Context: an optimization exercise on an open-source flow, tuned for small area, a short achievable clock period and few clock cycles. The choices shown serve that exercise and are no tape-out recipe. The RTL was checked by simulation tests, not by an equivalence proof against the original design.

==> flow/design.v (outline; a module is shown in full before it is edited, if it fits) <==
// module pei_ctrl: 110 lines
// module pei_mac: 628 lines
// module particle_euler_integrator: 215 lines
module particle_euler_integrator (
	input  wire logic                clk,
	input  wire logic                arst_n,
	input  wire logic                cfg_we,
	input  wire logic [CFGA_W-1:0]   cfg_addr,    
	input  wire logic [CFG_W-1:0]    cfg_wdata,
	input  wire logic                s_tvalid,
	output logic                     s_tready,
	input  wire logic [S_DATA_W-1:0] s_tdata,     
	input  wire logic [USER_W-1:0]   s_tuser,     
	output logic                     m_tvalid,
	input  wire logic                m_tready,
	output logic [M_DATA_W-1:0]      m_tdata,     
	output logic [USER_W-1:0]        m_tuser      
);
  // ...
==> flow/run.sh <==
#!/bin/bash
# synth_recipe.tcl (not shown) runs the flow's synth.tcl, then flattens the netlist and writes it again
# the make line also repeats each setting of config.mk as NAME=value (left out here)
make -C /OpenROAD-flow-scripts/flow DESIGN_CONFIG=/design/flow/config.mk WORK_HOME=/design/flow/orfs CLKGATE_MAP_FILE= SYNTH_SCRIPT=/design/flow/synth_recipe.tcl finish
==> flow/config.mk <==
export PLATFORM = sky130hd
export DESIGN_NAME = particle_euler_integrator
export DESIGN_NICKNAME = particle_euler_integrator
export VERILOG_FILES = /design/flow/design.v
export SDC_FILE = /design/flow/constraint.sdc
export NUM_CORES = 4
export LEC_CHECK = 0
export CAP_MARGIN = 20
export CORE_MARGIN = 2
export CORE_UTILIZATION = 38
export PLACE_DENSITY = 0.5
export SETUP_SLACK_MARGIN = 3.0
export SLEW_MARGIN = 20
export TNS_END_PERCENT = 0
==> flow/constraint.sdc <==
create_clock -name core_clock -period 10.0 [get_ports {clk}]
set_input_delay 2.0000 -clock core_clock [delete_from_list [all_inputs] [get_ports {clk}]]
set_output_delay 2.0000 -clock core_clock [all_outputs]
set_load 0.01 [all_outputs]
==> reports/metrics.yaml, run 1 <==
ys.flop_type: "dfrtp_1"
worstPathCellList: "nor4_2 > nand4_1 > nor3_2 > a31oi_4 > buf_12 > or2_2 > a222oi_1 > fa_1 > fa_2 > inv_1 > fa_2 > fa_2 > ha_4 > a21oi_2 > o21ai_1 > a21o_1 > a21oi_2 > o21ai_4 > buf_4 > xnor2_1 > o2111ai_1 > o221a_2"
slowest_stage: "a222oi_1"
routedWlPerCell_um: 33.0
synthToLayoutAreaGrowth_pct: 15.3
grt_pass1_wl_um: 544000
ff_latch_area_mm2: 0.0153
fin_ws_ns: 2.14
die_w_um: 457
multi_input_area_share_pct: 64.9
synth_fa_ha_area_share_pct: 25.8
crit_type: "flip-flop to flip-flop"
synth_most_common_cell: "a22oi_1"
syn_nets: 9972
grt_pass1_vias: 72000
tightest_slew_ns: 1.26
reg2reg_depth: 22
final.setup.tns_ns: 0
synth_common_cells: "a22oi_1, inv_1, fa_1"
status: "finished clean"
place_area_mm2: 0.0846
fin_crit_ns: 7.86
fin_area_mm2: 0.0901
grtUsageMet2_pct: 47.2
final.period_utilization_pct: 78.6
hold_class: "flip-flop to flip-flop"
numPortBuffers: 332
post_cts_resized: 286
num-fill-cells: 19900
Testbench counts, summed over its fixed seeds: cycles 6,297.
==> module pei_mac, before the edit <==
module pei_mac (
	input  wire logic [31:0] a,    
	input  wire logic [8:0] one,   
	input  wire logic [8:0] two,   
	input  wire logic [8:0] neg,   
	input  wire logic [49:0] z,     
	output logic      [49:0] s      
);
	logic [33:0] ax;
	assign ax = {a[31], a[31], a};
	logic [33:0] pp0;
	assign pp0 = ((one[0] ? ax : 34'd0) | (two[0] ? {ax[32:0], 1'b0} : 34'd0)) ^ {34{neg[0]}};
	logic [33:0] pp1;
	assign pp1 = ((one[1] ? ax : 34'd0) | (two[1] ? {ax[32:0], 1'b0} : 34'd0)) ^ {34{neg[1]}};
	logic [33:0] pp2;
	assign pp2 = ((one[2] ? ax : 34'd0) | (two[2] ? {ax[32:0], 1'b0} : 34'd0)) ^ {34{neg[2]}};
	logic [33:0] pp3;
	assign pp3 = ((one[3] ? ax : 34'd0) | (two[3] ? {ax[32:0], 1'b0} : 34'd0)) ^ {34{neg[3]}};
	logic [33:0] pp4;
	assign pp4 = ((one[4] ? ax : 34'd0) | (two[4] ? {ax[32:0], 1'b0} : 34'd0)) ^ {34{neg[4]}};
	logic [33:0] pp5;
	assign pp5 = ((one[5] ? ax : 34'd0) | (two[5] ? {ax[32:0], 1'b0} : 34'd0)) ^ {34{neg[5]}};
	logic [33:0] pp6;
	assign pp6 = ((one[6] ? ax : 34'd0) | (two[6] ? {ax[32:0], 1'b0} : 34'd0)) ^ {34{neg[6]}};
	logic [33:0] pp7;
	assign pp7 = ((one[7] ? ax : 34'd0) | (two[7] ? {ax[32:0], 1'b0} : 34'd0)) ^ {34{neg[7]}};
	logic [33:0] pp8;
	assign pp8 = ((one[8] ? ax : 34'd0) | (two[8] ? {ax[32:0], 1'b0} : 34'd0)) ^ {34{neg[8]}};
	logic t1, t2, t3, t4, t5, t6, t7, t8, t9, t10, t11, t12, t13, t14, t15, t16, t17, t18, t19, t20, t21, t22, t23, t24, t25, t26, t27, t28, t29, t30, t31, t32, t33, t34, t35, t36, t37, t38, t39, t40, t41, t42, t43, t44, t45, t46, t47, t48, t49, t50, t51, t52, t53, t54, t55, t56, t57, t58, t59, t60, t61, t62, t63, t64, t65, t66, t67, t68, t69, t70, t71, t72, t73, t74, t75, t76, t77, t78, t79, t80, t81, t82, t83, t84, t85, t86, t87, t88, t89, t90, t91, t92, t93, t94, t95, t96, t97, t98, t99, t100, t101, t102, t103, t104, t105, t106, t107, t108, t109, t110, t111, t112, t113, t114, t115, t116, t117, t118, t119, t120, t121, t122, t123, t124, t125, t126, t127, t128, t129, t130, t131, t132, t133, t134, t135, t136, t137, t138, t139, t140, t141, t142, t143, t144, t145, t146, t147, t148, t149, t150, t151, t152, t153, t154, t155, t156, t157, t158, t159, t160, t161, t162, t163, t164, t165, t166, t167, t168, t169, t170, t171, t172, t173, t174, t175, t176, t177, t178, t179, t180, t181, t182, t183, t184, t185, t186, t187, t188, t189, t190, t191, t192, t193, t194, t195, t196, t197, t198, t199, t200, t201, t202, t203, t204, t205, t206, t207, t208, t209, t210, t211, t212, t213, t214, t215, t216, t217, t218, t219, t220, t221, t222, t223, t224, t225, t226, t227, t228, t229, t230, t231, t232, t233, t234, t235, t236, t237, t238, t239, t240, t241, t242, t243, t244, t245, t246, t247, t248, t249, t250, t251, t252, t253, t254, t255, t256, t257, t258, t259, t260, t261, t262, t263, t264, t265, t266, t267, t268, t269, t270, t271, t272, t273, t274, t275, t276, t277, t278, t279, t280, t281, t282, t283, t284, t285, t286, t287, t288, t289, t290, t291, t292, t293, t294, t295, t296, t297, t298, t299, t300, t301, t302, t303, t304, t305, t306, t307, t308, t309, t310, t311, t312, t313, t314, t315, t316, t317, t318, t319, t320, t321, t322, t323, t324, t325, t326, t327, t328, t329, t330, t331, t332, t333, t334, t335, t336, t337, t338, t339, t340, t341, t342, t343, t344, t345, t346, t347, t348, t349, t350, t351, t352, t353, t354, t355, t356, t357, t358, t359, t360, t361, t362, t363, t364, t365, t366, t367, t368, t369, t370, t371, t372, t373, t374, t375, t376, t377, t378, t379, t380, t381, t382, t383, t384, t385, t386, t387, t388, t389, t390, t391, t392, t393, t394, t395, t396, t397, t398, t399, t400, t401, t402, t403, t404, t405, t406, t407, t408, t409, t410, t411, t412, t413, t414, t415, t416, t417, t418, t419, t420, t421, t422, t423, t424, t425, t426, t427, t428, t429, t430, t431, t432, t433, t434, t435, t436, t437, t438, t439, t440, t441, t442, t443, t444, t445, t446, t447, t448, t449, t450, t451, t452, t453, t454, t455, t456, t457, t458, t459, t460, t461, t462, t463, t464, t465, t466, t467, t468, t469, t470, t471, t472, t473, t474, t475, t476, t477, t478, t479, t480, t481, t482, t483, t484, t485, t486, t487, t488, t489, t490, t491, t492, t493, t494, t495, t496, t497, t498, t499, t500, t501, t502, t503, t504, t505, t506, t507, t508, t509, t510, t511, t512, t513, t514, t515, t516, t517, t518, t519, t520, t521, t522, t523, t524, t525, t526, t527, t528, t529, t530, t531, t532, t533, t534, t535, t536, t537, t538, t539, t540, t541, t542, t543, t544, t545, t546, t547, t548, t549, t550, t551, t552, t553, t554, t555, t556, t557, t558, t559, t560, t561, t562, t563, t564, t565, t566, t567, t568, t569, t570, t571, t572, t573, t574, t575, t576, t577, t578, t579, t580, t581, t582, t583, t584, t585, t586, t587, t588, t589, t590, t591, t592, t593, t594;
	assign t1 = pp0[14] ^ pp1[12];
	assign t2 = pp0[14] & pp1[12];
	assign t3 = pp0[15] ^ pp1[13];
	assign t4 = pp0[15] & pp1[13];
	assign t5 = pp0[16] ^ pp1[14] ^ pp2[12];
	assign t6 = (pp0[16] & pp1[14]) | (pp0[16] & pp2[12]) | (pp1[14] & pp2[12]);
	assign t7 = pp0[17] ^ pp1[15] ^ pp2[13];
	assign t8 = (pp0[17] & pp1[15]) | (pp0[17] & pp2[13]) | (pp1[15] & pp2[13]);
	assign t9 = pp0[18] ^ pp1[16] ^ pp2[14];
	assign t10 = (pp0[18] & pp1[16]) | (pp0[18] & pp2[14]) | (pp1[16] & pp2[14]);
	assign t11 = pp0[19] ^ pp1[17] ^ pp2[15];
	assign t12 = (pp0[19] & pp1[17]) | (pp0[19] & pp2[15]) | (pp1[17] & pp2[15]);
	assign t13 = pp0[20] ^ pp1[18] ^ pp2[16];
	assign t14 = (pp0[20] & pp1[18]) | (pp0[20] & pp2[16]) | (pp1[18] & pp2[16]);
	assign t15 = pp0[21] ^ pp1[19] ^ pp2[17];
	assign t16 = (pp0[21] & pp1[19]) | (pp0[21] & pp2[17]) | (pp1[19] & pp2[17]);
	assign t17 = pp0[22] ^ pp1[20] ^ pp2[18];
	assign t18 = (pp0[22] & pp1[20]) | (pp0[22] & pp2[18]) | (pp1[20] & pp2[18]);
	assign t19 = pp0[23] ^ pp1[21] ^ pp2[19];
	assign t20 = (pp0[23] & pp1[21]) | (pp0[23] & pp2[19]) | (pp1[21] & pp2[19]);
	assign t21 = pp0[24] ^ pp1[22] ^ pp2[20];
	assign t22 = (pp0[24] & pp1[22]) | (pp0[24] & pp2[20]) | (pp1[22] & pp2[20]);
	assign t23 = pp0[25] ^ pp1[23] ^ pp2[21];
	assign t24 = (pp0[25] & pp1[23]) | (pp0[25] & pp2[21]) | (pp1[23] & pp2[21]);
	assign t25 = pp0[26] ^ pp1[24] ^ pp2[22];
	assign t26 = (pp0[26] & pp1[24]) | (pp0[26] & pp2[22]) | (pp1[24] & pp2[22]);
	assign t27 = pp0[27] ^ pp1[25] ^ pp2[23];
	assign t28 = (pp0[27] & pp1[25]) | (pp0[27] & pp2[23]) | (pp1[25] & pp2[23]);
	assign t29 = pp0[28] ^ pp1[26] ^ pp2[24];
	assign t30 = (pp0[28] & pp1[26]) | (pp0[28] & pp2[24]) | (pp1[26] & pp2[24]);
	assign t31 = pp0[29] ^ pp1[27] ^ pp2[25];
	assign t32 = (pp0[29] & pp1[27]) | (pp0[29] & pp2[25]) | (pp1[27] & pp2[25]);
	assign t33 = pp0[30] ^ pp1[28] ^ pp2[26];
	assign t34 = (pp0[30] & pp1[28]) | (pp0[30] & pp2[26]) | (pp1[28] & pp2[26]);
	assign t35 = pp0[31] ^ pp1[29] ^ pp2[27];
	assign t36 = (pp0[31] & pp1[29]) | (pp0[31] & pp2[27]) | (pp1[29] & pp2[27]);
	assign t37 = pp0[32] ^ pp1[30] ^ pp2[28];
	assign t38 = (pp0[32] & pp1[30]) | (pp0[32] & pp2[28]) | (pp1[30] & pp2[28]);
	assign t39 = ~pp0[33] ^ pp1[31] ^ pp2[29];
	assign t40 = (~pp0[33] & pp1[31]) | (~pp0[33] & pp2[29]) | (pp1[31] & pp2[29]);
	assign t41 = pp3[27] ^ pp4[25];
	assign t42 = pp3[27] & pp4[25];
	assign t43 = pp1[32] ^ pp2[30] ^ pp3[28];
	assign t44 = (pp1[32] & pp2[30]) | (pp1[32] & pp3[28]) | (pp2[30] & pp3[28]);
	assign t45 = pp4[26] ^ pp5[24];
	assign t46 = pp4[26] & pp5[24];
	assign t47 = ~pp1[33] ^ pp2[31] ^ pp3[29];
	assign t48 = (~pp1[33] & pp2[31]) | (~pp1[33] & pp3[29]) | (pp2[31] & pp3[29]);
	assign t49 = pp2[32] ^ pp3[30];
	assign t50 = pp2[32] & pp3[30];
	assign t51 = pp0[8] ^ pp1[6];
	assign t52 = pp0[8] & pp1[6];
	assign t53 = pp0[9] ^ pp1[7];
	assign t54 = pp0[9] & pp1[7];
	assign t55 = pp0[10] ^ pp1[8] ^ pp2[6];
	assign t56 = (pp0[10] & pp1[8]) | (pp0[10] & pp2[6]) | (pp1[8] & pp2[6]);
	assign t57 = pp3[4] ^ pp4[2];
	assign t58 = pp3[4] & pp4[2];
	assign t59 = pp0[11] ^ pp1[9] ^ pp2[7];
	assign t60 = (pp0[11] & pp1[9]) | (pp0[11] & pp2[7]) | (pp1[9] & pp2[7]);
	assign t61 = pp3[5] ^ pp4[3];
	assign t62 = pp3[5] & pp4[3];
	assign t63 = pp0[12] ^ pp1[10] ^ pp2[8];
	assign t64 = (pp0[12] & pp1[10]) | (pp0[12] & pp2[8]) | (pp1[10] & pp2[8]);
	assign t65 = pp3[6] ^ pp4[4] ^ pp5[2];
	assign t66 = (pp3[6] & pp4[4]) | (pp3[6] & pp5[2]) | (pp4[4] & pp5[2]);
	assign t67 = pp6[0] ^ neg[6];
	assign t68 = pp6[0] & neg[6];
	assign t69 = pp0[13] ^ pp1[11] ^ pp2[9];
	assign t70 = (pp0[13] & pp1[11]) | (pp0[13] & pp2[9]) | (pp1[11] & pp2[9]);
	assign t71 = pp3[7] ^ pp4[5] ^ pp5[3];
	assign t72 = (pp3[7] & pp4[5]) | (pp3[7] & pp5[3]) | (pp4[5] & pp5[3]);
	assign t73 = pp6[1] ^ z[13];
	assign t74 = pp6[1] & z[13];
	assign t75 = pp2[10] ^ pp3[8] ^ pp4[6];
	assign t76 = (pp2[10] & pp3[8]) | (pp2[10] & pp4[6]) | (pp3[8] & pp4[6]);
	assign t77 = pp5[4] ^ pp6[2] ^ pp7[0];
	assign t78 = (pp5[4] & pp6[2]) | (pp5[4] & pp7[0]) | (pp6[2] & pp7[0]);
	assign t79 = neg[7] ^ z[14] ^ t1;
	assign t80 = (neg[7] & z[14]) | (neg[7] & t1) | (z[14] & t1);
	assign t81 = pp2[11] ^ pp3[9] ^ pp4[7];
	assign t82 = (pp2[11] & pp3[9]) | (pp2[11] & pp4[7]) | (pp3[9] & pp4[7]);
	assign t83 = pp5[5] ^ pp6[3] ^ pp7[1];
	assign t84 = (pp5[5] & pp6[3]) | (pp5[5] & pp7[1]) | (pp6[3] & pp7[1]);
	assign t85 = z[15] ^ t3 ^ t2;
	assign t86 = (z[15] & t3) | (z[15] & t2) | (t3 & t2);
	assign t87 = pp3[10] ^ pp4[8] ^ pp5[6];
	assign t88 = (pp3[10] & pp4[8]) | (pp3[10] & pp5[6]) | (pp4[8] & pp5[6]);
	assign t89 = pp6[4] ^ pp7[2] ^ pp8[0];
	assign t90 = (pp6[4] & pp7[2]) | (pp6[4] & pp8[0]) | (pp7[2] & pp8[0]);
	assign t91 = z[16] ^ t5 ^ t4;
	assign t92 = (z[16] & t5) | (z[16] & t4) | (t5 & t4);
	assign t93 = pp3[11] ^ pp4[9] ^ pp5[7];
	assign t94 = (pp3[11] & pp4[9]) | (pp3[11] & pp5[7]) | (pp4[9] & pp5[7]);
	assign t95 = pp6[5] ^ pp7[3] ^ pp8[1];
	assign t96 = (pp6[5] & pp7[3]) | (pp6[5] & pp8[1]) | (pp7[3] & pp8[1]);
	assign t97 = z[17] ^ t7 ^ t6;
	assign t98 = (z[17] & t7) | (z[17] & t6) | (t7 & t6);
	assign t99 = pp3[12] ^ pp4[10] ^ pp5[8];
	assign t100 = (pp3[12] & pp4[10]) | (pp3[12] & pp5[8]) | (pp4[10] & pp5[8]);
	assign t101 = pp6[6] ^ pp7[4] ^ pp8[2];
	assign t102 = (pp6[6] & pp7[4]) | (pp6[6] & pp8[2]) | (pp7[4] & pp8[2]);
	assign t103 = z[18] ^ t9 ^ t8;
	assign t104 = (z[18] & t9) | (z[18] & t8) | (t9 & t8);
	assign t105 = pp3[13] ^ pp4[11] ^ pp5[9];
	assign t106 = (pp3[13] & pp4[11]) | (pp3[13] & pp5[9]) | (pp4[11] & pp5[9]);
	assign t107 = pp6[7] ^ pp7[5] ^ pp8[3];
	assign t108 = (pp6[7] & pp7[5]) | (pp6[7] & pp8[3]) | (pp7[5] & pp8[3]);
	assign t109 = z[19] ^ t11 ^ t10;
	assign t110 = (z[19] & t11) | (z[19] & t10) | (t11 & t10);
	assign t111 = pp3[14] ^ pp4[12] ^ pp5[10];
	assign t112 = (pp3[14] & pp4[12]) | (pp3[14] & pp5[10]) | (pp4[12] & pp5[10]);
	assign t113 = pp6[8] ^ pp7[6] ^ pp8[4];
	assign t114 = (pp6[8] & pp7[6]) | (pp6[8] & pp8[4]) | (pp7[6] & pp8[4]);
	assign t115 = z[20] ^ t13 ^ t12;
	assign t116 = (z[20] & t13) | (z[20] & t12) | (t13 & t12);
	assign t117 = pp3[15] ^ pp4[13] ^ pp5[11];
	assign t118 = (pp3[15] & pp4[13]) | (pp3[15] & pp5[11]) | (pp4[13] & pp5[11]);
	assign t119 = pp6[9] ^ pp7[7] ^ pp8[5];
	assign t120 = (pp6[9] & pp7[7]) | (pp6[9] & pp8[5]) | (pp7[7] & pp8[5]);
	assign t121 = z[21] ^ t15 ^ t14;
	assign t122 = (z[21] & t15) | (z[21] & t14) | (t15 & t14);
	assign t123 = pp3[16] ^ pp4[14] ^ pp5[12];
	assign t124 = (pp3[16] & pp4[14]) | (pp3[16] & pp5[12]) | (pp4[14] & pp5[12]);
	assign t125 = pp6[10] ^ pp7[8] ^ pp8[6];
	assign t126 = (pp6[10] & pp7[8]) | (pp6[10] & pp8[6]) | (pp7[8] & pp8[6]);
	assign t127 = z[22] ^ t17 ^ t16;
	assign t128 = (z[22] & t17) | (z[22] & t16) | (t17 & t16);
	assign t129 = pp3[17] ^ pp4[15] ^ pp5[13];
	assign t130 = (pp3[17] & pp4[15]) | (pp3[17] & pp5[13]) | (pp4[15] & pp5[13]);
	assign t131 = pp6[11] ^ pp7[9] ^ pp8[7];
	assign t132 = (pp6[11] & pp7[9]) | (pp6[11] & pp8[7]) | (pp7[9] & pp8[7]);
	assign t133 = z[23] ^ t19 ^ t18;
	assign t134 = (z[23] & t19) | (z[23] & t18) | (t19 & t18);
	assign t135 = pp3[18] ^ pp4[16] ^ pp5[14];
	assign t136 = (pp3[18] & pp4[16]) | (pp3[18] & pp5[14]) | (pp4[16] & pp5[14]);
	assign t137 = pp6[12] ^ pp7[10] ^ pp8[8];
	assign t138 = (pp6[12] & pp7[10]) | (pp6[12] & pp8[8]) | (pp7[10] & pp8[8]);
	assign t139 = z[24] ^ t21 ^ t20;
	assign t140 = (z[24] & t21) | (z[24] & t20) | (t21 & t20);
	assign t141 = pp3[19] ^ pp4[17] ^ pp5[15];
	assign t142 = (pp3[19] & pp4[17]) | (pp3[19] & pp5[15]) | (pp4[17] & pp5[15]);
	assign t143 = pp6[13] ^ pp7[11] ^ pp8[9];
	assign t144 = (pp6[13] & pp7[11]) | (pp6[13] & pp8[9]) | (pp7[11] & pp8[9]);
	assign t145 = z[25] ^ t23 ^ t22;
	assign t146 = (z[25] & t23) | (z[25] & t22) | (t23 & t22);
	assign t147 = pp3[20] ^ pp4[18] ^ pp5[16];
	assign t148 = (pp3[20] & pp4[18]) | (pp3[20] & pp5[16]) | (pp4[18] & pp5[16]);
	assign t149 = pp6[14] ^ pp7[12] ^ pp8[10];
	assign t150 = (pp6[14] & pp7[12]) | (pp6[14] & pp8[10]) | (pp7[12] & pp8[10]);
	assign t151 = z[26] ^ t25 ^ t24;
	assign t152 = (z[26] & t25) | (z[26] & t24) | (t25 & t24);
	assign t153 = pp3[21] ^ pp4[19] ^ pp5[17];
	assign t154 = (pp3[21] & pp4[19]) | (pp3[21] & pp5[17]) | (pp4[19] & pp5[17]);
	assign t155 = pp6[15] ^ pp7[13] ^ pp8[11];
	assign t156 = (pp6[15] & pp7[13]) | (pp6[15] & pp8[11]) | (pp7[13] & pp8[11]);
	assign t157 = z[27] ^ t27 ^ t26;
	assign t158 = (z[27] & t27) | (z[27] & t26) | (t27 & t26);
	assign t159 = pp3[22] ^ pp4[20] ^ pp5[18];
	assign t160 = (pp3[22] & pp4[20]) | (pp3[22] & pp5[18]) | (pp4[20] & pp5[18]);
	assign t161 = pp6[16] ^ pp7[14] ^ pp8[12];
	assign t162 = (pp6[16] & pp7[14]) | (pp6[16] & pp8[12]) | (pp7[14] & pp8[12]);
	assign t163 = z[28] ^ t29 ^ t28;
	assign t164 = (z[28] & t29) | (z[28] & t28) | (t29 & t28);
	assign t165 = pp3[23] ^ pp4[21] ^ pp5[19];
	assign t166 = (pp3[23] & pp4[21]) | (pp3[23] & pp5[19]) | (pp4[21] & pp5[19]);
	assign t167 = pp6[17] ^ pp7[15] ^ pp8[13];
	assign t168 = (pp6[17] & pp7[15]) | (pp6[17] & pp8[13]) | (pp7[15] & pp8[13]);
	assign t169 = z[29] ^ t31 ^ t30;
	assign t170 = (z[29] & t31) | (z[29] & t30) | (t31 & t30);
	assign t171 = pp3[24] ^ pp4[22] ^ pp5[20];
	assign t172 = (pp3[24] & pp4[22]) | (pp3[24] & pp5[20]) | (pp4[22] & pp5[20]);
	assign t173 = pp6[18] ^ pp7[16] ^ pp8[14];
	assign t174 = (pp6[18] & pp7[16]) | (pp6[18] & pp8[14]) | (pp7[16] & pp8[14]);
	assign t175 = z[30] ^ t33 ^ t32;
	assign t176 = (z[30] & t33) | (z[30] & t32) | (t33 & t32);
	assign t177 = pp3[25] ^ pp4[23] ^ pp5[21];
	assign t178 = (pp3[25] & pp4[23]) | (pp3[25] & pp5[21]) | (pp4[23] & pp5[21]);
	assign t179 = pp6[19] ^ pp7[17] ^ pp8[15];
	assign t180 = (pp6[19] & pp7[17]) | (pp6[19] & pp8[15]) | (pp7[17] & pp8[15]);
	assign t181 = z[31] ^ t35 ^ t34;
	assign t182 = (z[31] & t35) | (z[31] & t34) | (t35 & t34);
	assign t183 = pp3[26] ^ pp4[24] ^ pp5[22];
	assign t184 = (pp3[26] & pp4[24]) | (pp3[26] & pp5[22]) | (pp4[24] & pp5[22]);
	assign t185 = pp6[20] ^ pp7[18] ^ pp8[16];
	assign t186 = (pp6[20] & pp7[18]) | (pp6[20] & pp8[16]) | (pp7[18] & pp8[16]);
	assign t187 = z[32] ^ t37 ^ t36;
	assign t188 = (z[32] & t37) | (z[32] & t36) | (t37 & t36);
	assign t189 = pp5[23] ^ pp6[21] ^ pp7[19];
	assign t190 = (pp5[23] & pp6[21]) | (pp5[23] & pp7[19]) | (pp6[21] & pp7[19]);
	assign t191 = pp8[17] ^ 1'b1 ^ z[33];
	assign t192 = (pp8[17] & 1'b1) | (pp8[17] & z[33]) | (1'b1 & z[33]);
	assign t193 = t39 ^ t41 ^ t38;
	assign t194 = (t39 & t41) | (t39 & t38) | (t41 & t38);
	assign t195 = pp6[22] ^ pp7[20] ^ pp8[18];
	assign t196 = (pp6[22] & pp7[20]) | (pp6[22] & pp8[18]) | (pp7[20] & pp8[18]);
	assign t197 = 1'b1 ^ z[34] ^ t43;
	assign t198 = (1'b1 & z[34]) | (1'b1 & t43) | (z[34] & t43);
	assign t199 = t45 ^ t40 ^ t42;
	assign t200 = (t45 & t40) | (t45 & t42) | (t40 & t42);
	assign t201 = pp4[27] ^ pp5[25] ^ pp6[23];
	assign t202 = (pp4[27] & pp5[25]) | (pp4[27] & pp6[23]) | (pp5[25] & pp6[23]);
	assign t203 = pp7[21] ^ pp8[19] ^ z[35];
	assign t204 = (pp7[21] & pp8[19]) | (pp7[21] & z[35]) | (pp8[19] & z[35]);
	assign t205 = t47 ^ t44 ^ t46;
	assign t206 = (t47 & t44) | (t47 & t46) | (t44 & t46);
	assign t207 = pp4[28] ^ pp5[26] ^ pp6[24];
	assign t208 = (pp4[28] & pp5[26]) | (pp4[28] & pp6[24]) | (pp5[26] & pp6[24]);
	assign t209 = pp7[22] ^ pp8[20] ^ 1'b1;
	assign t210 = (pp7[22] & pp8[20]) | (pp7[22] & 1'b1) | (pp8[20] & 1'b1);
	assign t211 = z[36] ^ t49 ^ t48;
	assign t212 = (z[36] & t49) | (z[36] & t48) | (t49 & t48);
	assign t213 = ~pp2[33] ^ pp3[31] ^ pp4[29];
	assign t214 = (~pp2[33] & pp3[31]) | (~pp2[33] & pp4[29]) | (pp3[31] & pp4[29]);
	assign t215 = pp5[27] ^ pp6[25] ^ pp7[23];
	assign t216 = (pp5[27] & pp6[25]) | (pp5[27] & pp7[23]) | (pp6[25] & pp7[23]);
	assign t217 = pp8[21] ^ z[37] ^ t50;
	assign t218 = (pp8[21] & z[37]) | (pp8[21] & t50) | (z[37] & t50);
	assign t219 = pp3[32] ^ pp4[30] ^ pp5[28];
	assign t220 = (pp3[32] & pp4[30]) | (pp3[32] & pp5[28]) | (pp4[30] & pp5[28]);
	assign t221 = pp6[26] ^ pp7[24] ^ pp8[22];
	assign t222 = (pp6[26] & pp7[24]) | (pp6[26] & pp8[22]) | (pp7[24] & pp8[22]);
	assign t223 = 1'b1 ^ z[38];
	assign t224 = 1'b1 & z[38];
	assign t225 = ~pp3[33] ^ pp4[31] ^ pp5[29];
	assign t226 = (~pp3[33] & pp4[31]) | (~pp3[33] & pp5[29]) | (pp4[31] & pp5[29]);
	assign t227 = pp6[27] ^ pp7[25] ^ pp8[23];
	assign t228 = (pp6[27] & pp7[25]) | (pp6[27] & pp8[23]) | (pp7[25] & pp8[23]);
	assign t229 = pp4[32] ^ pp5[30] ^ pp6[28];
	assign t230 = (pp4[32] & pp5[30]) | (pp4[32] & pp6[28]) | (pp5[30] & pp6[28]);
	assign t231 = pp7[26] ^ pp8[24];
	assign t232 = pp7[26] & pp8[24];
	assign t233 = ~pp4[33] ^ pp5[31] ^ pp6[29];
	assign t234 = (~pp4[33] & pp5[31]) | (~pp4[33] & pp6[29]) | (pp5[31] & pp6[29]);
	assign t235 = pp5[32] ^ pp6[30];
	assign t236 = pp5[32] & pp6[30];
	assign t237 = pp0[4] ^ pp1[2];
	assign t238 = pp0[4] & pp1[2];
	assign t239 = pp0[5] ^ pp1[3];
	assign t240 = pp0[5] & pp1[3];
	assign t241 = pp0[6] ^ pp1[4] ^ pp2[2];
	assign t242 = (pp0[6] & pp1[4]) | (pp0[6] & pp2[2]) | (pp1[4] & pp2[2]);
	assign t243 = pp3[0] ^ neg[3];
	assign t244 = pp3[0] & neg[3];
	assign t245 = pp0[7] ^ pp1[5] ^ pp2[3];
	assign t246 = (pp0[7] & pp1[5]) | (pp0[7] & pp2[3]) | (pp1[5] & pp2[3]);
	assign t247 = pp3[1] ^ z[7];
	assign t248 = pp3[1] & z[7];
	assign t249 = pp2[4] ^ pp3[2] ^ pp4[0];
	assign t250 = (pp2[4] & pp3[2]) | (pp2[4] & pp4[0]) | (pp3[2] & pp4[0]);
	assign t251 = neg[4] ^ z[8] ^ t51;
	assign t252 = (neg[4] & z[8]) | (neg[4] & t51) | (z[8] & t51);
	assign t253 = pp2[5] ^ pp3[3] ^ pp4[1];
	assign t254 = (pp2[5] & pp3[3]) | (pp2[5] & pp4[1]) | (pp3[3] & pp4[1]);
	assign t255 = z[9] ^ t53 ^ t52;
	assign t256 = (z[9] & t53) | (z[9] & t52) | (t53 & t52);
	assign t257 = pp5[0] ^ neg[5] ^ z[10];
	assign t258 = (pp5[0] & neg[5]) | (pp5[0] & z[10]) | (neg[5] & z[10]);
	assign t259 = t55 ^ t57 ^ t54;
	assign t260 = (t55 & t57) | (t55 & t54) | (t57 & t54);
	assign t261 = pp5[1] ^ z[11] ^ t59;
	assign t262 = (pp5[1] & z[11]) | (pp5[1] & t59) | (z[11] & t59);
	assign t263 = t61 ^ t56 ^ t58;
	assign t264 = (t61 & t56) | (t61 & t58) | (t56 & t58);
	assign t265 = z[12] ^ t63 ^ t65;
	assign t266 = (z[12] & t63) | (z[12] & t65) | (t63 & t65);
	assign t267 = t67 ^ t60 ^ t62;
	assign t268 = (t67 & t60) | (t67 & t62) | (t60 & t62);
	assign t269 = t69 ^ t71 ^ t73;
	assign t270 = (t69 & t71) | (t69 & t73) | (t71 & t73);
	assign t271 = t64 ^ t66 ^ t68;
	assign t272 = (t64 & t66) | (t64 & t68) | (t66 & t68);
	assign t273 = t75 ^ t77 ^ t79;
	assign t274 = (t75 & t77) | (t75 & t79) | (t77 & t79);
	assign t275 = t70 ^ t72 ^ t74;
	assign t276 = (t70 & t72) | (t70 & t74) | (t72 & t74);
	assign t277 = t81 ^ t83 ^ t85;
	assign t278 = (t81 & t83) | (t81 & t85) | (t83 & t85);
	assign t279 = t76 ^ t78 ^ t80;
	assign t280 = (t76 & t78) | (t76 & t80) | (t78 & t80);
	assign t281 = t87 ^ t89 ^ t91;
	assign t282 = (t87 & t89) | (t87 & t91) | (t89 & t91);
	assign t283 = t82 ^ t84 ^ t86;
	assign t284 = (t82 & t84) | (t82 & t86) | (t84 & t86);
	assign t285 = t93 ^ t95 ^ t97;
	assign t286 = (t93 & t95) | (t93 & t97) | (t95 & t97);
	assign t287 = t88 ^ t90 ^ t92;
	assign t288 = (t88 & t90) | (t88 & t92) | (t90 & t92);
	assign t289 = t99 ^ t101 ^ t103;
	assign t290 = (t99 & t101) | (t99 & t103) | (t101 & t103);
	assign t291 = t94 ^ t96 ^ t98;
	assign t292 = (t94 & t96) | (t94 & t98) | (t96 & t98);
	assign t293 = t105 ^ t107 ^ t109;
	assign t294 = (t105 & t107) | (t105 & t109) | (t107 & t109);
	assign t295 = t100 ^ t102 ^ t104;
	assign t296 = (t100 & t102) | (t100 & t104) | (t102 & t104);
	assign t297 = t111 ^ t113 ^ t115;
	assign t298 = (t111 & t113) | (t111 & t115) | (t113 & t115);
	assign t299 = t106 ^ t108 ^ t110;
	assign t300 = (t106 & t108) | (t106 & t110) | (t108 & t110);
	assign t301 = t117 ^ t119 ^ t121;
	assign t302 = (t117 & t119) | (t117 & t121) | (t119 & t121);
	assign t303 = t112 ^ t114 ^ t116;
	assign t304 = (t112 & t114) | (t112 & t116) | (t114 & t116);
	assign t305 = t123 ^ t125 ^ t127;
	assign t306 = (t123 & t125) | (t123 & t127) | (t125 & t127);
	assign t307 = t118 ^ t120 ^ t122;
	assign t308 = (t118 & t120) | (t118 & t122) | (t120 & t122);
	assign t309 = t129 ^ t131 ^ t133;
	assign t310 = (t129 & t131) | (t129 & t133) | (t131 & t133);
	assign t311 = t124 ^ t126 ^ t128;
	assign t312 = (t124 & t126) | (t124 & t128) | (t126 & t128);
	assign t313 = t135 ^ t137 ^ t139;
	assign t314 = (t135 & t137) | (t135 & t139) | (t137 & t139);
	assign t315 = t130 ^ t132 ^ t134;
	assign t316 = (t130 & t132) | (t130 & t134) | (t132 & t134);
	assign t317 = t141 ^ t143 ^ t145;
	assign t318 = (t141 & t143) | (t141 & t145) | (t143 & t145);
	assign t319 = t136 ^ t138 ^ t140;
	assign t320 = (t136 & t138) | (t136 & t140) | (t138 & t140);
	assign t321 = t147 ^ t149 ^ t151;
	assign t322 = (t147 & t149) | (t147 & t151) | (t149 & t151);
	assign t323 = t142 ^ t144 ^ t146;
	assign t324 = (t142 & t144) | (t142 & t146) | (t144 & t146);
	assign t325 = t153 ^ t155 ^ t157;
	assign t326 = (t153 & t155) | (t153 & t157) | (t155 & t157);
	assign t327 = t148 ^ t150 ^ t152;
	assign t328 = (t148 & t150) | (t148 & t152) | (t150 & t152);
	assign t329 = t159 ^ t161 ^ t163;
	assign t330 = (t159 & t161) | (t159 & t163) | (t161 & t163);
	assign t331 = t154 ^ t156 ^ t158;
	assign t332 = (t154 & t156) | (t154 & t158) | (t156 & t158);
	assign t333 = t165 ^ t167 ^ t169;
	assign t334 = (t165 & t167) | (t165 & t169) | (t167 & t169);
	assign t335 = t160 ^ t162 ^ t164;
	assign t336 = (t160 & t162) | (t160 & t164) | (t162 & t164);
	assign t337 = t171 ^ t173 ^ t175;
	assign t338 = (t171 & t173) | (t171 & t175) | (t173 & t175);
	assign t339 = t166 ^ t168 ^ t170;
	assign t340 = (t166 & t168) | (t166 & t170) | (t168 & t170);
	assign t341 = t177 ^ t179 ^ t181;
	assign t342 = (t177 & t179) | (t177 & t181) | (t179 & t181);
	assign t343 = t172 ^ t174 ^ t176;
	assign t344 = (t172 & t174) | (t172 & t176) | (t174 & t176);
	assign t345 = t183 ^ t185 ^ t187;
	assign t346 = (t183 & t185) | (t183 & t187) | (t185 & t187);
	assign t347 = t178 ^ t180 ^ t182;
	assign t348 = (t178 & t180) | (t178 & t182) | (t180 & t182);
	assign t349 = t189 ^ t191 ^ t193;
	assign t350 = (t189 & t191) | (t189 & t193) | (t191 & t193);
	assign t351 = t184 ^ t186 ^ t188;
	assign t352 = (t184 & t186) | (t184 & t188) | (t186 & t188);
	assign t353 = t195 ^ t197 ^ t199;
	assign t354 = (t195 & t197) | (t195 & t199) | (t197 & t199);
	assign t355 = t190 ^ t192 ^ t194;
	assign t356 = (t190 & t192) | (t190 & t194) | (t192 & t194);
	assign t357 = t201 ^ t203 ^ t205;
	assign t358 = (t201 & t203) | (t201 & t205) | (t203 & t205);
	assign t359 = t196 ^ t198 ^ t200;
	assign t360 = (t196 & t198) | (t196 & t200) | (t198 & t200);
	assign t361 = t207 ^ t209 ^ t211;
	assign t362 = (t207 & t209) | (t207 & t211) | (t209 & t211);
	assign t363 = t202 ^ t204 ^ t206;
	assign t364 = (t202 & t204) | (t202 & t206) | (t204 & t206);
	assign t365 = t213 ^ t215 ^ t217;
	assign t366 = (t213 & t215) | (t213 & t217) | (t215 & t217);
	assign t367 = t208 ^ t210 ^ t212;
	assign t368 = (t208 & t210) | (t208 & t212) | (t210 & t212);
	assign t369 = t219 ^ t221 ^ t223;
	assign t370 = (t219 & t221) | (t219 & t223) | (t221 & t223);
	assign t371 = t214 ^ t216 ^ t218;
	assign t372 = (t214 & t216) | (t214 & t218) | (t216 & t218);
	assign t373 = z[39] ^ t225 ^ t227;
	assign t374 = (z[39] & t225) | (z[39] & t227) | (t225 & t227);
	assign t375 = t220 ^ t222 ^ t224;
	assign t376 = (t220 & t222) | (t220 & t224) | (t222 & t224);
	assign t377 = 1'b1 ^ z[40] ^ t229;
	assign t378 = (1'b1 & z[40]) | (1'b1 & t229) | (z[40] & t229);
	assign t379 = t231 ^ t226 ^ t228;
	assign t380 = (t231 & t226) | (t231 & t228) | (t226 & t228);
	assign t381 = pp7[27] ^ pp8[25] ^ z[41];
	assign t382 = (pp7[27] & pp8[25]) | (pp7[27] & z[41]) | (pp8[25] & z[41]);
	assign t383 = t233 ^ t230 ^ t232;
	assign t384 = (t233 & t230) | (t233 & t232) | (t230 & t232);
	assign t385 = pp7[28] ^ pp8[26] ^ 1'b1;
	assign t386 = (pp7[28] & pp8[26]) | (pp7[28] & 1'b1) | (pp8[26] & 1'b1);
	assign t387 = z[42] ^ t235 ^ t234;
	assign t388 = (z[42] & t235) | (z[42] & t234) | (t235 & t234);
	assign t389 = ~pp5[33] ^ pp6[31] ^ pp7[29];
	assign t390 = (~pp5[33] & pp6[31]) | (~pp5[33] & pp7[29]) | (pp6[31] & pp7[29]);
	assign t391 = pp8[27] ^ z[43] ^ t236;
	assign t392 = (pp8[27] & z[43]) | (pp8[27] & t236) | (z[43] & t236);
	assign t393 = pp6[32] ^ pp7[30] ^ pp8[28];
	assign t394 = (pp6[32] & pp7[30]) | (pp6[32] & pp8[28]) | (pp7[30] & pp8[28]);
	assign t395 = 1'b1 ^ z[44];
	assign t396 = 1'b1 & z[44];
	assign t397 = ~pp6[33] ^ pp7[31] ^ pp8[29];
	assign t398 = (~pp6[33] & pp7[31]) | (~pp6[33] & pp8[29]) | (pp7[31] & pp8[29]);
	assign t399 = pp7[32] ^ pp8[30];
	assign t400 = pp7[32] & pp8[30];
	assign t401 = pp0[2] ^ pp1[0];
	assign t402 = pp0[2] & pp1[0];
	assign t403 = pp0[3] ^ pp1[1];
	assign t404 = pp0[3] & pp1[1];
	assign t405 = pp2[0] ^ neg[2] ^ z[4];
	assign t406 = (pp2[0] & neg[2]) | (pp2[0] & z[4]) | (neg[2] & z[4]);
	assign t407 = pp2[1] ^ z[5] ^ t239;
	assign t408 = (pp2[1] & z[5]) | (pp2[1] & t239) | (z[5] & t239);
	assign t409 = z[6] ^ t241 ^ t243;
	assign t410 = (z[6] & t241) | (z[6] & t243) | (t241 & t243);
	assign t411 = t245 ^ t247 ^ t242;
	assign t412 = (t245 & t247) | (t245 & t242) | (t247 & t242);
	assign t413 = t249 ^ t251 ^ t246;
	assign t414 = (t249 & t251) | (t249 & t246) | (t251 & t246);
	assign t415 = t253 ^ t255 ^ t250;
	assign t416 = (t253 & t255) | (t253 & t250) | (t255 & t250);
	assign t417 = t257 ^ t259 ^ t254;
	assign t418 = (t257 & t259) | (t257 & t254) | (t259 & t254);
	assign t419 = t261 ^ t263 ^ t258;
	assign t420 = (t261 & t263) | (t261 & t258) | (t263 & t258);
	assign t421 = t265 ^ t267 ^ t262;
	assign t422 = (t265 & t267) | (t265 & t262) | (t267 & t262);
	assign t423 = t269 ^ t271 ^ t266;
	assign t424 = (t269 & t271) | (t269 & t266) | (t271 & t266);
	assign t425 = t273 ^ t275 ^ t270;
	assign t426 = (t273 & t275) | (t273 & t270) | (t275 & t270);
	assign t427 = t277 ^ t279 ^ t274;
	assign t428 = (t277 & t279) | (t277 & t274) | (t279 & t274);
	assign t429 = t281 ^ t283 ^ t278;
	assign t430 = (t281 & t283) | (t281 & t278) | (t283 & t278);
	assign t431 = t285 ^ t287 ^ t282;
	assign t432 = (t285 & t287) | (t285 & t282) | (t287 & t282);
	assign t433 = t289 ^ t291 ^ t286;
	assign t434 = (t289 & t291) | (t289 & t286) | (t291 & t286);
	assign t435 = t293 ^ t295 ^ t290;
	assign t436 = (t293 & t295) | (t293 & t290) | (t295 & t290);
	assign t437 = t297 ^ t299 ^ t294;
	assign t438 = (t297 & t299) | (t297 & t294) | (t299 & t294);
	assign t439 = t301 ^ t303 ^ t298;
	assign t440 = (t301 & t303) | (t301 & t298) | (t303 & t298);
	assign t441 = t305 ^ t307 ^ t302;
	assign t442 = (t305 & t307) | (t305 & t302) | (t307 & t302);
	assign t443 = t309 ^ t311 ^ t306;
	assign t444 = (t309 & t311) | (t309 & t306) | (t311 & t306);
	assign t445 = t313 ^ t315 ^ t310;
	assign t446 = (t313 & t315) | (t313 & t310) | (t315 & t310);
	assign t447 = t317 ^ t319 ^ t314;
	assign t448 = (t317 & t319) | (t317 & t314) | (t319 & t314);
	assign t449 = t321 ^ t323 ^ t318;
	assign t450 = (t321 & t323) | (t321 & t318) | (t323 & t318);
	assign t451 = t325 ^ t327 ^ t322;
	assign t452 = (t325 & t327) | (t325 & t322) | (t327 & t322);
	assign t453 = t329 ^ t331 ^ t326;
	assign t454 = (t329 & t331) | (t329 & t326) | (t331 & t326);
	assign t455 = t333 ^ t335 ^ t330;
	assign t456 = (t333 & t335) | (t333 & t330) | (t335 & t330);
	assign t457 = t337 ^ t339 ^ t334;
	assign t458 = (t337 & t339) | (t337 & t334) | (t339 & t334);
	assign t459 = t341 ^ t343 ^ t338;
	assign t460 = (t341 & t343) | (t341 & t338) | (t343 & t338);
	assign t461 = t345 ^ t347 ^ t342;
	assign t462 = (t345 & t347) | (t345 & t342) | (t347 & t342);
	assign t463 = t349 ^ t351 ^ t346;
	assign t464 = (t349 & t351) | (t349 & t346) | (t351 & t346);
	assign t465 = t353 ^ t355 ^ t350;
	assign t466 = (t353 & t355) | (t353 & t350) | (t355 & t350);
	assign t467 = t357 ^ t359 ^ t354;
	assign t468 = (t357 & t359) | (t357 & t354) | (t359 & t354);
	assign t469 = t361 ^ t363 ^ t358;
	assign t470 = (t361 & t363) | (t361 & t358) | (t363 & t358);
	assign t471 = t365 ^ t367 ^ t362;
	assign t472 = (t365 & t367) | (t365 & t362) | (t367 & t362);
	assign t473 = t369 ^ t371 ^ t366;
	assign t474 = (t369 & t371) | (t369 & t366) | (t371 & t366);
	assign t475 = t373 ^ t375 ^ t370;
	assign t476 = (t373 & t375) | (t373 & t370) | (t375 & t370);
	assign t477 = t377 ^ t379 ^ t374;
	assign t478 = (t377 & t379) | (t377 & t374) | (t379 & t374);
	assign t479 = t381 ^ t383 ^ t378;
	assign t480 = (t381 & t383) | (t381 & t378) | (t383 & t378);
	assign t481 = t385 ^ t387 ^ t382;
	assign t482 = (t385 & t387) | (t385 & t382) | (t387 & t382);
	assign t483 = t389 ^ t391 ^ t386;
	assign t484 = (t389 & t391) | (t389 & t386) | (t391 & t386);
	assign t485 = t393 ^ t395 ^ t390;
	assign t486 = (t393 & t395) | (t393 & t390) | (t395 & t390);
	assign t487 = z[45] ^ t397 ^ t394;
	assign t488 = (z[45] & t397) | (z[45] & t394) | (t397 & t394);
	assign t489 = 1'b1 ^ z[46] ^ t399;
	assign t490 = (1'b1 & z[46]) | (1'b1 & t399) | (z[46] & t399);
	assign t491 = ~pp7[33] ^ pp8[31] ^ z[47];
	assign t492 = (~pp7[33] & pp8[31]) | (~pp7[33] & z[47]) | (pp8[31] & z[47]);
	assign t493 = pp8[32] ^ 1'b1;
	assign t494 = pp8[32] & 1'b1;
	assign t495 = pp0[0] ^ neg[0];
	assign t496 = pp0[0] & neg[0];
	assign t497 = pp0[1] ^ z[1];
	assign t498 = pp0[1] & z[1];
	assign t499 = neg[1] ^ z[2] ^ t401;
	assign t500 = (neg[1] & z[2]) | (neg[1] & t401) | (z[2] & t401);
	assign t501 = z[3] ^ t403 ^ t402;
	assign t502 = (z[3] & t403) | (z[3] & t402) | (t403 & t402);
	assign t503 = t237 ^ t405 ^ t404;
	assign t504 = (t237 & t405) | (t237 & t404) | (t405 & t404);
	assign t505 = t238 ^ t407 ^ t406;
	assign t506 = (t238 & t407) | (t238 & t406) | (t407 & t406);
	assign t507 = t240 ^ t409 ^ t408;
	assign t508 = (t240 & t409) | (t240 & t408) | (t409 & t408);
	assign t509 = t244 ^ t411 ^ t410;
	assign t510 = (t244 & t411) | (t244 & t410) | (t411 & t410);
	assign t511 = t248 ^ t413 ^ t412;
	assign t512 = (t248 & t413) | (t248 & t412) | (t413 & t412);
	assign t513 = t252 ^ t415 ^ t414;
	assign t514 = (t252 & t415) | (t252 & t414) | (t415 & t414);
	assign t515 = t256 ^ t417 ^ t416;
	assign t516 = (t256 & t417) | (t256 & t416) | (t417 & t416);
	assign t517 = t260 ^ t419 ^ t418;
	assign t518 = (t260 & t419) | (t260 & t418) | (t419 & t418);
	assign t519 = t264 ^ t421 ^ t420;
	assign t520 = (t264 & t421) | (t264 & t420) | (t421 & t420);
	assign t521 = t268 ^ t423 ^ t422;
	assign t522 = (t268 & t423) | (t268 & t422) | (t423 & t422);
	assign t523 = t272 ^ t425 ^ t424;
	assign t524 = (t272 & t425) | (t272 & t424) | (t425 & t424);
	assign t525 = t276 ^ t427 ^ t426;
	assign t526 = (t276 & t427) | (t276 & t426) | (t427 & t426);
	assign t527 = t280 ^ t429 ^ t428;
	assign t528 = (t280 & t429) | (t280 & t428) | (t429 & t428);
	assign t529 = t284 ^ t431 ^ t430;
	assign t530 = (t284 & t431) | (t284 & t430) | (t431 & t430);
	assign t531 = t288 ^ t433 ^ t432;
	assign t532 = (t288 & t433) | (t288 & t432) | (t433 & t432);
	assign t533 = t292 ^ t435 ^ t434;
	assign t534 = (t292 & t435) | (t292 & t434) | (t435 & t434);
	assign t535 = t296 ^ t437 ^ t436;
	assign t536 = (t296 & t437) | (t296 & t436) | (t437 & t436);
	assign t537 = t300 ^ t439 ^ t438;
	assign t538 = (t300 & t439) | (t300 & t438) | (t439 & t438);
	assign t539 = t304 ^ t441 ^ t440;
	assign t540 = (t304 & t441) | (t304 & t440) | (t441 & t440);
	assign t541 = t308 ^ t443 ^ t442;
	assign t542 = (t308 & t443) | (t308 & t442) | (t443 & t442);
	assign t543 = t312 ^ t445 ^ t444;
	assign t544 = (t312 & t445) | (t312 & t444) | (t445 & t444);
	assign t545 = t316 ^ t447 ^ t446;
	assign t546 = (t316 & t447) | (t316 & t446) | (t447 & t446);
	assign t547 = t320 ^ t449 ^ t448;
	assign t548 = (t320 & t449) | (t320 & t448) | (t449 & t448);
	assign t549 = t324 ^ t451 ^ t450;
	assign t550 = (t324 & t451) | (t324 & t450) | (t451 & t450);
	assign t551 = t328 ^ t453 ^ t452;
	assign t552 = (t328 & t453) | (t328 & t452) | (t453 & t452);
	assign t553 = t332 ^ t455 ^ t454;
	assign t554 = (t332 & t455) | (t332 & t454) | (t455 & t454);
	assign t555 = t336 ^ t457 ^ t456;
	assign t556 = (t336 & t457) | (t336 & t456) | (t457 & t456);
	assign t557 = t340 ^ t459 ^ t458;
	assign t558 = (t340 & t459) | (t340 & t458) | (t459 & t458);
	assign t559 = t344 ^ t461 ^ t460;
	assign t560 = (t344 & t461) | (t344 & t460) | (t461 & t460);
	assign t561 = t348 ^ t463 ^ t462;
	assign t562 = (t348 & t463) | (t348 & t462) | (t463 & t462);
	assign t563 = t352 ^ t465 ^ t464;
	assign t564 = (t352 & t465) | (t352 & t464) | (t465 & t464);
	assign t565 = t356 ^ t467 ^ t466;
	assign t566 = (t356 & t467) | (t356 & t466) | (t467 & t466);
	assign t567 = t360 ^ t469 ^ t468;
	assign t568 = (t360 & t469) | (t360 & t468) | (t469 & t468);
	assign t569 = t364 ^ t471 ^ t470;
	assign t570 = (t364 & t471) | (t364 & t470) | (t471 & t470);
	assign t571 = t368 ^ t473 ^ t472;
	assign t572 = (t368 & t473) | (t368 & t472) | (t473 & t472);
	assign t573 = t372 ^ t475 ^ t474;
	assign t574 = (t372 & t475) | (t372 & t474) | (t475 & t474);
	assign t575 = t376 ^ t477 ^ t476;
	assign t576 = (t376 & t477) | (t376 & t476) | (t477 & t476);
	assign t577 = t380 ^ t479 ^ t478;
	assign t578 = (t380 & t479) | (t380 & t478) | (t479 & t478);
	assign t579 = t384 ^ t481 ^ t480;
	assign t580 = (t384 & t481) | (t384 & t480) | (t481 & t480);
	assign t581 = t388 ^ t483 ^ t482;
	assign t582 = (t388 & t483) | (t388 & t482) | (t483 & t482);
	assign t583 = t392 ^ t485 ^ t484;
	assign t584 = (t392 & t485) | (t392 & t484) | (t485 & t484);
	assign t585 = t396 ^ t487 ^ t486;
	assign t586 = (t396 & t487) | (t396 & t486) | (t487 & t486);
	assign t587 = t398 ^ t489 ^ t488;
	assign t588 = (t398 & t489) | (t398 & t488) | (t489 & t488);
	assign t589 = t400 ^ t491 ^ t490;
	assign t590 = (t400 & t491) | (t400 & t490) | (t491 & t490);
	assign t591 = z[48] ^ t493 ^ t492;
	assign t592 = (z[48] & t493) | (z[48] & t492) | (t493 & t492);
	assign t593 = ~pp8[33] ^ z[49] ^ t494;
	assign t594 = (~pp8[33] & z[49]) | (~pp8[33] & t494) | (z[49] & t494);
	logic [49:0] r0, r1;
	assign r0 = {t593, t591, t589, t587, t585, t583, t581, t579, t577, t575, t573, t571, t569, t567, t565, t563, t561, t559, t557, t555, t553, t551, t549, t547, t545, t543, t541, t539, t537, t535, t533, t531, t529, t527, t525, t523, t521, t519, t517, t515, t513, t511, t509, t507, t505, t503, t501, t499, t497, z[0]};
	assign r1 = {t592, t590, t588, t586, t584, t582, t580, t578, t576, t574, t572, t570, t568, t566, t564, t562, t560, t558, t556, t554, t552, t550, t548, t546, t544, t542, t540, t538, t536, t534, t532, t530, t528, t526, t524, t522, t520, t518, t516, t514, t512, t510, t508, t506, t504, t502, t500, t498, t496, t495};
	assign s = r0 + r1;
endmodule
==> run 2, diff against run 1 <==
--- a/flow/design.v
+++ b/flow/design.v
@@ -145,17 +145,18 @@
 endmodule
 `default_nettype wire
 module pei_mac (
 	input  wire logic [31:0] a,    
 	input  wire logic [8:0] one,   
 	input  wire logic [8:0] two,   
 	input  wire logic [8:0] neg,   
 	input  wire logic [49:0] z,     
-	output logic      [49:0] s      
+	output logic      [49:0] r0,    
+	output logic      [49:0] r1
 );
 	logic [33:0] ax;
 	assign ax = {a[31], a[31], a};
 	logic [33:0] pp0;
 	assign pp0 = ((one[0] ? ax : 34'd0) | (two[0] ? {ax[32:0], 1'b0} : 34'd0)) ^ {34{neg[0]}};
 	logic [33:0] pp1;
 	assign pp1 = ((one[1] ? ax : 34'd0) | (two[1] ? {ax[32:0], 1'b0} : 34'd0)) ^ {34{neg[1]}};
 	logic [33:0] pp2;
@@ -762,20 +763,18 @@
 	assign t587 = t398 ^ t489 ^ t488;
 	assign t588 = (t398 & t489) | (t398 & t488) | (t489 & t488);
 	assign t589 = t400 ^ t491 ^ t490;
 	assign t590 = (t400 & t491) | (t400 & t490) | (t491 & t490);
 	assign t591 = z[48] ^ t493 ^ t492;
 	assign t592 = (z[48] & t493) | (z[48] & t492) | (t493 & t492);
 	assign t593 = ~pp8[33] ^ z[49] ^ t494;
 	assign t594 = (~pp8[33] & z[49]) | (~pp8[33] & t494) | (z[49] & t494);
-	logic [49:0] r0, r1;
 	assign r0 = {t593, t591, t589, t587, t585, t583, t581, t579, t577, t575, t573, t571, t569, t567, t565, t563, t561, t559, t557, t555, t553, t551, t549, t547, t545, t543, t541, t539, t537, t535, t533, t531, t529, t527, t525, t523, t521, t519, t517, t515, t513, t511, t509, t507, t505, t503, t501, t499, t497, z[0]};
 	assign r1 = {t592, t590, t588, t586, t584, t582, t580, t578, t576, t574, t572, t570, t568, t566, t564, t562, t560, t558, t556, t554, t552, t550, t548, t546, t544, t542, t540, t538, t536, t534, t532, t530, t528, t526, t524, t522, t520, t518, t516, t514, t512, t510, t508, t506, t504, t502, t500, t498, t496, t495};
-	assign s = r0 + r1;
 endmodule
 `timescale 1ns / 1ps
 `default_nettype none
 import pei_pkg::*;
 module particle_euler_integrator (
 	input  wire logic                clk,
 	input  wire logic                arst_n,
 	input  wire logic                cfg_we,
@@ -817,17 +816,19 @@
 	logic [31:0] imass_q, imass_nx;
 	logic [30:0] life_cfg_q;
 	logic [16:0] b_nx;
 	logic [26:0] enc_q;
 	logic signed [31:0] pos_q [NUM_AX];
 	logic signed [31:0] vel_q [NUM_AX];
 	logic signed [31:0] frc_q [NUM_AX];
 	logic signed [31:0] mul_q [NUM_AX];    
-	logic        [17:0] hi_top_q [NUM_AX];  
+	logic               hi_top_q [NUM_AX];  
+	logic               hi_ovf_q [NUM_AX];  
+	logic               hi_neg_q [NUM_AX];
 	logic signed [31:0] pos_nx [NUM_AX];
 	logic signed [31:0] vel_nx [NUM_AX];
 	logic signed [31:0] frc_nx [NUM_AX];
 	logic signed [31:0] vec   [NUM_AX];
 	logic signed [31:0] y     [NUM_AX];    
 	logic        [31:0] hi    [NUM_AX];    
 	logic signed [31:0] life_q;
 	logic               alive_q;
@@ -892,20 +893,22 @@
 		if (ph_nx[PH_DAMP])  b_nx = b_nx | damp_nx;
 		if (ph_nx[PH_DRIFT]) b_nx = b_nx | {1'b0, dt_nx};
 	end
 	always_ff @(posedge clk)
 		enc_q <= booth_enc(b_nx);
 	for (genvar i = 0; i < NUM_AX; i++) begin : g_lane
 		logic [15:0]      rnd;
 		logic [32:0]      hcl;
-		logic [MAC_W-1:0] z, s;
+		logic [MAC_W-1:0] z, s, r0, r1;
+		logic [47:0]      low;       
+		logic [2:0]       top0, top1;
+		logic             ovf0, ovf1, ovf;
 		assign rnd = mul_q[i][31] ? 16'h7fff : 16'h8000;
-		assign hcl = ((hi_top_q[i] != 18'd0) && (hi_top_q[i] != {18{1'b1}}))
-			? {hi_top_q[i][17], {32{!hi_top_q[i][17]}}} : {hi_top_q[i][0], frc_q[i]};
+		assign hcl = hi_ovf_q[i] ? {hi_neg_q[i], {32{!hi_neg_q[i]}}} : {hi_top_q[i], frc_q[i]};
 		always_comb begin
 			z = '0;
 			if (ph[PH_DAMP])
 				z = z | {34'd0, rnd};
 			if (ph[PH_LO])
 				z = z | {hcl[32], hcl, rnd};
 			if (ph[PH_KICK])
 				z = z | {{2{vel_q[i][31]}}, vel_q[i], rnd};
@@ -913,41 +916,53 @@
 				z = z | {{2{pos_q[i][31]}}, pos_q[i], rnd};
 		end
 		pei_mac u_mac (
 			.a   (mul_q[i]),
 			.one (enc_q[8:0]),
 			.two (enc_q[17:9]),
 			.neg (enc_q[26:18]),
 			.z   (z),
-			.s   (s)
+			.r0  (r0),
+			.r1  (r1)
 		);
-		assign y[i] = ((s[49:47] != 3'b000) && (s[49:47] != 3'b111))
-			? (s[49] ? 32'sh80000000 : 32'sh7fffffff) : s[47:16];
+		assign low  = {1'b0, r0[46:0]} + {1'b0, r1[46:0]};
+		assign top0 = r0[49:47] + r1[49:47];
+		assign top1 = top0 + 3'd1;
+		assign ovf0 = (top0 != 3'b000) && (top0 != 3'b111);
+		assign ovf1 = (top1 != 3'b000) && (top1 != 3'b111);
+		assign ovf  = low[47] ? ovf1 : ovf0;
+		assign s    = {(low[47] ? top1 : top0), low[46:0]};
+		assign y[i] = ovf ? (s[49] ? 32'sh80000000 : 32'sh7fffffff) : s[47:16];
 		assign hi[i] = s[31:0];
-		always_ff @(posedge clk)
-			hi_top_q[i] <= s[49:32];
+		always_ff @(posedge clk) begin
+			hi_top_q[i] <= s[32];
+			hi_ovf_q[i] <= (s[49:32] != 18'd0) && (s[49:32] != {18{1'b1}});
+			hi_neg_q[i] <= s[49];
+		end
 	end
 	assign life_diff = {life_q[31], life_q} - $signed({17'd0, dt_q});
 	assign life_nx   = (life_diff[32] != life_diff[31]) ? 32'sh80000000 : life_diff[31:0];
 	assign take_y = (step_go && ph[PH_DAMP]) || (adv && (ph[PH_LO] || ph[PH_KICK] || ph[PH_DAMP]));
 	always_comb begin
 		fdirty_nx = fdirty;
 		if (op_force)
 			fdirty_nx = 1'b1;
 		if (step_go || op_lpos)
 			fdirty_nx = 1'b0;
 		for (int i = 0; i < NUM_AX; i++) begin
 			frc_nx[i] = frc_q[i];
 			if (op_force)
 				frc_nx[i] = sat_add32(frc_q[i], vec[i]);
-			else if (op_lpos || (busy && ph[PH_LO]))
+			else if (op_lpos || (adv && ph[PH_KICK]))
 				frc_nx[i] = '0;
 			else if (step_go && ph[PH_HI])
 				frc_nx[i] = hi[i];    
+			else if (busy && ph[PH_LO])
+				frc_nx[i] = y[i];     
 			vel_nx[i] = vel_q[i];
 			if (op_lvel)
 				vel_nx[i] = vec[i];
 			else if ((step_go && ph[PH_DAMP]) || (adv && (ph[PH_KICK] || ph[PH_DAMP])))
 				vel_nx[i] = y[i];
 			pos_nx[i] = pos_q[i];
 			if (op_lpos)
 				pos_nx[i] = vec[i];
@@ -978,16 +993,20 @@
 				alive_q <= (life_nx > 0);
 			end
 		end
 	end
 	always_ff @(posedge clk) begin
 		for (int i = 0; i < NUM_AX; i++) begin
 			if (take_y)
 				mul_q[i] <= y[i];
-			else if (!(busy && !(adv && ph[PH_DRIFT])) && !step_go)
+			else if ((step_go && ph[PH_HI]) || (busy && !adv && ph[PH_KICK]))
+				mul_q[i] <= frc_q[i];
+			else if (busy && !adv)
+				mul_q[i] <= vel_q[i];
+			else
 				mul_q[i] <= fdirty_nx ? frc_nx[i] : vel_nx[i];
 		end
 	end
 	assign m_tdata = {vel_q[2], vel_q[1], vel_q[0], pos_q[2], pos_q[1], pos_q[0]};
 	assign m_tuser = {(pos_q[1][31] || (pos_q[1] == 0)), alive_q};
 endmodule
 `default_nettype wire
==> flow/config.mk (replaced) <==
export PLATFORM = sky130hd
export DESIGN_NAME = particle_euler_integrator
export DESIGN_NICKNAME = particle_euler_integrator
export VERILOG_FILES = /design/flow/design.v
export SDC_FILE = /design/flow/constraint.sdc
export NUM_CORES = 4
export LEC_CHECK = 0
export CAP_MARGIN = 20
export CORE_MARGIN = 2
export CORE_UTILIZATION = 35
export PLACE_DENSITY = 0.45
export SETUP_SLACK_MARGIN = 3.5
export SLEW_MARGIN = 20
export TNS_END_PERCENT = 0
==> reports/metrics.yaml, run 2 <==
status: "finished clean"
syn_inst: 9378
h-tree-depth: 3
yosysTopAreaCellShare_pct: 20.0
end_kind: "flip-flop"
synthSimpleGateAreaFrac_pct: 9.37
insertion_delay_ns: 0.74
finalClockSkew_ns: 0.0727
ys.flop_type: "dfrtp_1"
setup_violations: 0
worstPathCellList: "buf_6 > a22oi_1 > o21ai_1 > fa_1 > inv_1 > fa_1 > inv_1 > fa_1 > inv_1 > fa_1 > inv_1 > ha_4 > a21o_1 > o21bai_1 > nand3_1 > nand4_1 > nor2_4 > a21bo_4 > mux2_4 > o21ai_1 > o211ai_1 > o21a_1 > nand2_1 > a31oi_1"
relSlewSlack_pct: 14.4
synth_most_common_cell: "inv_1"
wirelength_um: 446000
die_area_mm2: 0.230
cts_sinks: 558
io_pins: 333
vias_per_cell: 6.41
root_buffer: "clkbuf_16"
hold_class: "flip-flop to flip-flop"
wl_met1_um: 188000
grt_start_max_net_pins: 131
numCtsBuffers: 70
crit_fanout: 38
cts_tree: "built"
final_util_pct: 42.1
async_reset_ff_share_pct: 76.5
slowest_delay_ns: 0.63
start_kind: "flip-flop"
vias: 80800
synth_fa_ha_area_share_pct: 25.5  # -0.32 points
synth_xor_area_share_pct: 11.6
grt_pass1_wl_um: 620000  # +14%
ctsHoldBuffers: 0
syn_nets: 10700  # +6.8%
drt_iter0_markers: 11300
core_mm2: 0.225
grt_pass1_vias: 78100  # +8.5%
synthToLayoutAreaGrowth_pct: 19.4
final_cell_mix: "inv_1, a22oi_1, fa_1, xnor2_1, nand2_1"
clk_pin_slew_ns: 0.07
place_congestion: 1.04
highest-signal-layer: "met5"
grt_usage_pct: 37.7
hold_ws_ns: 0.496
die_w_um: 480  # +4.9%
final.period_utilization_pct: 73.2  # -5.5 points
synth_top_family_by_area: "compound AO/OA/AOI/OAI gates"
critPathRequiredTime_ns: 10.59
die_h_um: 480
fmax_mhz: 137
crit_type: "flip-flop to flip-flop"
synth_area_mm2: 0.0793
yosysUniqueCellTypes: 113
drtAntennaViolNets: 0
yosys.area.top_type: "fa_1"
maxCapViolCount: 0
fin_ws_ns: 2.68  # +0.546 ns
yosysSeqAreaShare_pct: 16.8
globalRouteOverflowTotal: 0
yosys_warnings: 28
route.met2.wl_um: 171000
numPortBuffers: 332  # unchanged
drc: 0
start_util_pct: 35.2
synth_common_cells: "inv_1, a22oi_1, fa_1"
tightest_slew_ns: 1.27  # +0.0104 ns
layout-drive-gt1-share_pct: 14.0
place_ws_ns: 1.29
hold_viol: 0
layout.nets: 10800
synthMuxAreaShare_pct: 1.48
stdcell_count: 12600
layout_commonest_cell: "inv_1"
wl_met3_um: 65200
avgSynthCellArea_um2: 8.45
dr.pass1.iters: 8
final.setup.tns_ns: 0  # unchanged
routedWlPerCell_um: 35.3  # +7.0%
rsz0062_at_grt: "yes"
rows: 174
antenna_found_initial: 46
synth_edf_count: 0
dp.cells: 12200
hpwlAfterDp_um: 318000
slowest_stage: "dfrtp_4"
final_max_slew_viol_count: 0
ys_seq_elements: 558
fin_crit_ns: 7.32  # -0.546 ns
arrival_ns: 7.90
synth_top_cells_by_area: "fa_1, dfrtp_1, a22oi_1, xnor2_1, ha_1"
clockBufferDepth: 3
synth_compound_area_share_pct: 26.3
## run 2: final cells by class
cell class                      count  area (µm²)
Tap cell                         2992        3740
Sequential cell                   558       13500
Inverter                         1045        3960
Timing Repair inverter              1        8.76
Clock buffer                       98        1970
Antenna cell                       19        47.5
Multi-Input combinational cell   6953       61700
Fill cell                       22500      130000
Timing Repair Buffer              909        9240
Clock inverter                     31         400
## run 2: kinds of logic after synthesis
kind of cell	count (synthesis)
buffers and inverters	1874
flip-flops	558
multiplexers	103
AO/OA/AOI/OAI	3052
AND/OR/NAND/NOR	1601
adder cells (fa/ha/maj)	1142
XOR/XNOR	1048
## run 2: per-layer routing
layer,vias up,track usage [%]
met5,-,0.145
met4,28,15.4
met3,900,15.3
met2,5602,49.5
met1,41200,53.7
li1,33000,-
## run 2: worst max-delay path, delay by kind of cell, from the launching register on
kind / cells / cell delay [ns]
AO/OA/AOI/OAI: 9 / 2.45
adder cells (fa/ha/maj): 5 / 2.38
AND/OR/NAND/NOR: 4 / 0.72
flip-flops: 1 / 0.63
buffers and inverters: 5 / 0.54
multiplexers: 1 / 0.41
## run 2: final timing paths
kind / from / to / slack, ns / depth (start not counted)
setup / recovery: u_ctrl.ph_q[4] / mul_q[2][21] / 2.68 / 24
hold / removal: damp_q[7] / damp_q[7] / 0.50 / 1
setup reg to reg: u_ctrl.ph_q[4] / mul_q[2][21] / 2.68 / 24
hold reg to reg: damp_q[7] / damp_q[7] / 0.50 / 1
max in group asynchronous: arst_n / pos_q[1][6] / 6.52 / 3
min in group asynchronous: arst_n / imass_q[18] / 1.29 / 1
## run 2: through the flow
step,area (µm²)
global route,94600
finish,94600
CTS,93200
floorplan,79700
global placement,86500
detailed placement,86600
## run 2: repair_timing
action	in CTS	in global routing
setup endpoints to repair	399	397
setup buffers	152	60
cloned	18	1
pin swaps	97	78
resized for setup	496	162
Testbench counts of run 2, summed over its fixed seeds: cycles 6,297.

what the ideal ports hide:
Ports are ideal in the flow. The routed layouts listed here were re-timed in OpenROAD.
Step 1 assumes that a clkbuf_16 drives the clock port and a buf_2 every other input.
Step 2 moves the port delays by t, midway between the first and last clock arrival at a register: inputs arrive t later, outputs are due t later. That takes back most of the time a late clock gives input paths.
Slacks: no drivers / after step 1 / after step 2; pairs: no drivers / after step 1.
| run | t (ns) | setup WS [ns] | latest minus earliest clock arrival (ns) | cell pins on the clock port's net |
|---|---|---|---|---|
| run 1 | 0.778 | 2.136 / 2.136 / 2.136 | 0.044 / 0.044 | 1 |
| run 2 | 0.791 | 2.683 / 2.683 / 2.524 | 0.073 / 0.073 | 1 |
After both steps setup and hold are still met in every run listed. The setup slack of run 2, which loses most, moves by 0.000 ns with the drivers and by -0.159 ns with both steps.
